Background: an optimization exercise with open tools, aiming at small area and a short achievable clock period. Do not read the settings as production practice.
Function was checked by simulation only, so behaviour that the tests miss may differ from the original.
No activity file was given, so power comes from the tool's default toggle rates.

== north ==
==> flow/design.v <==
`default_nettype none
package router_port_pkg;
  typedef logic [4-1:0] port_id_t;
  typedef logic [16-1:0] port_mask_t;
  typedef struct packed {
    logic data;
    logic valid_n;
    logic frame_n;
  } out_lane_t;
endpackage
`default_nettype wire
`default_nettype none
package router_ctrl_pkg;
  typedef enum logic [2:0] {idle, addr, pad, request, connected} slice_state_t;
  typedef struct packed {
    logic active;
    logic [4-1:0] dest;
  } slice_req_t;
  typedef struct packed {
    logic valid;
    logic [4-1:0] src;
  } owner_t;
endpackage
`default_nettype wire
`default_nettype none
module router (
  input  logic        clock,
  input  logic        reset,
  input  logic [15:0] frame_n,
  input  logic [15:0] valid_n,
  input  logic [15:0] din,
  output logic [15:0] busy_n,
  output logic [15:0] dout,
  output logic [15:0] valido_n,
  output logic [15:0] frameo_n
);
  localparam logic [2:0] S_IDLE = 3'b000, S_PAD = 3'b100, S_REQ = 3'b110,
                         S_CONN = 3'b101;
  logic [2:0]  st   [16];
  logic [3:0]  dest [16];
  logic [15:0] owns;             
  logic [15:0] wait_g;           
  logic [15:0] l_d, l_v, l_f;    
  logic [3:0]  last [16];        
  logic [15:0] won;
  logic [15:0] granted;          
  logic [15:0] req  [16];        
  logic [15:0] own;              
  logic [15:0] hold [16];        
  always_comb begin
    for (int o = 0; o < 16; o++) begin
      for (int i = 0; i < 16; i++) begin
        req[o][i] = wait_g[i] && (dest[i] == 4'(o));
        hold[o][i] = owns[i] && (dest[i] == 4'(o));
      end
    end
  end
  always_comb begin
    for (int o = 0; o < 16; o++) own[o] = |hold[o];
  end
  logic [3:0]  win_idx [16];
  logic [15:0] win_any;
  logic [15:0] gnt [16];
  for (genvar o = 0; o < 16; o++) begin : g_arb
    logic [31:0]       x;
    logic [15:0]       a1, i1;
    logic [7:0]        a2;
    logic [15:0]       i2;
    logic [3:0]        a3;
    logic [11:0]       i3;
    logic [1:0]        a4;
    logic [7:0]        i4;
    always_comb begin
      x = {req[o], req[o] & (16'hfffe << last[o])};
      for (int k = 0; k < 16; k++) begin
        a1[k] = x[2*k] | x[2*k+1];
        i1[k] = !x[2*k];
      end
      for (int k = 0; k < 8; k++) begin
        a2[k] = a1[2*k] | a1[2*k+1];
        i2[2*k +: 2] = a1[2*k] ? {1'b0, i1[2*k]} : {1'b1, i1[2*k+1]};
      end
      for (int k = 0; k < 4; k++) begin
        a3[k] = a2[2*k] | a2[2*k+1];
        i3[3*k +: 3] = a2[2*k] ? {1'b0, i2[4*k +: 2]} : {1'b1, i2[4*k+2 +: 2]};
      end
      for (int k = 0; k < 2; k++) begin
        a4[k] = a3[2*k] | a3[2*k+1];
        i4[4*k +: 4] = a3[2*k] ? {1'b0, i3[6*k +: 3]} : {1'b1, i3[6*k+3 +: 3]};
      end
      win_idx[o] = a4[0] ? i4[3:0] : i4[7:4];
      win_any[o] = a4[1] & !own[o];
      for (int j = 0; j < 16; j++) gnt[o][j] = win_any[o] && (win_idx[o] == 4'(j));
    end
  end
  logic [15:0] gcol [16];
  always_comb begin
    for (int i = 0; i < 16; i++) begin
      for (int o = 0; o < 16; o++) gcol[i][o] = gnt[o][i];
      won[i] = |gcol[i];
    end
  end
  logic [2:0] st_d [16];
  always_comb begin
    for (int i = 0; i < 16; i++) begin
      case (st[i])
        S_IDLE:  st_d[i] = frame_n[i] ? S_IDLE : 3'b001;
        S_REQ:   st_d[i] = granted[i] ? S_CONN : S_REQ;
        S_CONN:  st_d[i] = frame_n[i] ? S_IDLE : S_CONN;
        S_PAD:   st_d[i] = S_REQ;
        default: st_d[i] = st[i] + 3'd1;
      endcase
      if (!reset) st_d[i] = S_IDLE;
    end
  end
  always_ff @(posedge clock) begin
    for (int i = 0; i < 16; i++) begin
      st[i] <= st_d[i];
      wait_g[i] <= st_d[i][2] & st_d[i][1];
      owns[i] <= reset & (won[i] | granted[i] | (st[i] == S_CONN));
      granted[i] <= reset & won[i];
      if (!st[i][2] && (st[i] != S_IDLE || !frame_n[i]))
        dest[i] <= {din[i], dest[i][3:1]};
      l_d[i] <= din[i];
      l_v[i] <= !valid_n[i] & (st[i] == S_CONN);
      l_f[i] <= !frame_n[i] & (st[i] == S_CONN);
    end
  end
  always_ff @(posedge clock) begin
    for (int o = 0; o < 16; o++) begin
      if (!reset) last[o] <= 4'd15;
      else if (win_any[o]) last[o] <= win_idx[o];
      dout[o]     <= reset & |(hold[o] & l_d);
      valido_n[o] <= ~reset | ~|(hold[o] & l_v);
      frameo_n[o] <= ~reset | ~|(hold[o] & l_f);
    end
  end
  always_comb begin
    for (int i = 0; i < 16; i++) busy_n[i] = !wait_g[i];
  end
endmodule
`default_nettype wire
export LEC_CHECK = 0
export ABC_AREA = 1
export CAP_MARGIN = 20
export CELL_PAD_IN_SITES_DETAIL_PLACEMENT = 2
export CELL_PAD_IN_SITES_GLOBAL_PLACEMENT = 4
export CORE_MARGIN = 2
export CORE_UTILIZATION = 30
export CTS_BUF_LIST = sky130_fd_sc_hd__clkbuf_4 sky130_fd_sc_hd__clkbuf_8
export PLACE_DENSITY = 0.45
export SLEW_MARGIN = 20
create_clock -name core_clock -period 11.5 [get_ports {clock}]
standard.sh (not shown) runs the stock make flow with config.mk's settings and CLKGATE_MAP_FILE= SYNTH_SCRIPT=/design/flow/synth_recipe.tcl, a recipe that flattens the netlist after the stock synthesis.
==> flow/flow/run.sh <==
#!/bin/bash
# Own layout flow: the standard flow, with a different ABC mapping
# script for synthesis (same registers as the standard synthesis), then the
# standard layout steps with a setup margin for timing repair, cell resizing
# across footprints and plain buffers on the ports.
set -euo pipefail
here=$(pwd)
mkdir -p "$here/scripts_abc"
for f in "$FLOW_HOME"/scripts/*; do ln -sf "$f" "$here/scripts_abc/"; done
rm -f "$here/scripts_abc/abc_area.script" "$here/scripts_abc/abc_speed.script"
cp "$here/flow/abc.script" "$here/scripts_abc/abc_area.script"
cp "$here/flow/abc.script" "$here/scripts_abc/abc_speed.script"
MARGIN=$(cat "$here/flow/setup_margin")
bash standard.sh SCRIPTS_DIR="$here/scripts_abc" synth > "$here/synth_run.log" 2>&1
bash standard.sh SETUP_SLACK_MARGIN="$MARGIN" MATCH_CELL_FOOTPRINT=0 \
  BUFFER_PORTS_ARGS="-buffer_cell sky130_fd_sc_hd__buf_2" finish > "$here/layout_run.log" 2>&1
==> flow/flow/abc.script <==
strash
&get -n
&st
&dch -f
&nf -R 50 -p -F 8 -C 32
&put
topo
==> flow/flow/setup_margin <==
7
## Diff of input files: south against north
-- flow/design.v --
<<< north, line 36
);
  localparam logic [2:0] S_IDLE = 3'b000, S_PAD = 3'b100, S_REQ = 3'b110,
                         S_CONN = 3'b101;
  logic [2:0]  st   [16];
  logic [3:0]  dest [16];
>>> south, line 36
);
  localparam logic [2:0] S_IDLE = 3'b000, S_PAD = 3'b100, S_REQ = 3'b110,
                         S_REQG = 3'b111, S_CONN = 3'b101;
  logic [2:0]  st   [16];
  logic [3:0]  dest [16];
<<< north, line 44
  logic [3:0]  last [16];        
  logic [15:0] won;
  logic [15:0] granted;          
  logic [15:0] req  [16];        
  logic [15:0] own;              
>>> south, line 44
  logic [3:0]  last [16];        
  logic [15:0] won;
  logic [15:0] req  [16];        
  logic [15:0] own;              
<<< north, line 106
      case (st[i])
        S_IDLE:  st_d[i] = frame_n[i] ? S_IDLE : 3'b001;
        S_REQ:   st_d[i] = granted[i] ? S_CONN : S_REQ;
        S_CONN:  st_d[i] = frame_n[i] ? S_IDLE : S_CONN;
        S_PAD:   st_d[i] = S_REQ;
>>> south, line 105
      case (st[i])
        S_IDLE:  st_d[i] = frame_n[i] ? S_IDLE : 3'b001;
        S_REQ:   st_d[i] = won[i] ? S_REQG : S_REQ;
        S_REQG:  st_d[i] = S_CONN;
        S_CONN:  st_d[i] = frame_n[i] ? S_IDLE : S_CONN;
        S_PAD:   st_d[i] = S_REQ;
<<< north, line 118
      st[i] <= st_d[i];
      wait_g[i] <= st_d[i][2] & st_d[i][1];
      owns[i] <= reset & (won[i] | granted[i] | (st[i] == S_CONN));
      granted[i] <= reset & won[i];
      if (!st[i][2] && (st[i] != S_IDLE || !frame_n[i]))
        dest[i] <= {din[i], dest[i][3:1]};
>>> south, line 118
      st[i] <= st_d[i];
      wait_g[i] <= st_d[i][2] & st_d[i][1];
      owns[i] <= reset & (won[i] | (st[i] == S_REQG) | (st[i] == S_CONN));
      if (!st[i][2] && (st[i] != S_IDLE || !frame_n[i]))
        dest[i] <= {din[i], dest[i][3:1]};
==> summary.txt <==
Going from north to south, worst path arrival time fell by 250 ps; die span in x fell by about 1.1%; clock share of power fell by 6.3 points; global-route usage rose by 1.5 points; sequential cell area fraction in the yosys report fell by 0.60 points.
Of the two values seen for worst setup path startpoint, dest[5][1] was produced by north and dest[8][1] by south.
[compare] base=north new=south: time the worst path needs with I/O delays and setup -230 ps; worst hold slack +32 ps; final standard cell count with taps included and fillers excluded -47; combinational-cell power consumption +75%.
north -> south: synthesized net count decreased slightly
Diff north and south: placement row count higher in north
Post-route clock period utilization for south: 2.0 points down relative to north
north has lower final area than south.

[re-timing with driven ports]
The flow's constraints put no driver on any port. The routed layouts listed below were extracted and timed again, unchanged, in two steps. Step 1: set_driving_cell puts a clkbuf_16 on clock and a buf_2 on each other input, an assumption about the parent block. Step 2 times the ports against the registers' clock, not the clock port: input delays grow and output delays shrink by t, the midpoint of the rising clock arrivals with the driver on. Slacks: ideal / step 1 / step 2; pairs: ideal / step 1.
run | shift t [ns] | setup slack, ns | latest minus earliest clock arrival (ns) | worst data-port slew with drivers (ns) | pins driven straight from the clock port
north | 0.821 | 6.640 / 6.640 / 6.400 | 0.045 / 0.045 | 0.11 | 1
south | 0.862 | 6.875 / 6.875 / 6.430 | 0.084 / 0.084 | 0.06 | 1
After both steps setup and hold are still met in every run listed. The setup slack of south, which loses most, moves by 0.000 ns with the drivers and by -0.445 ns with both steps.
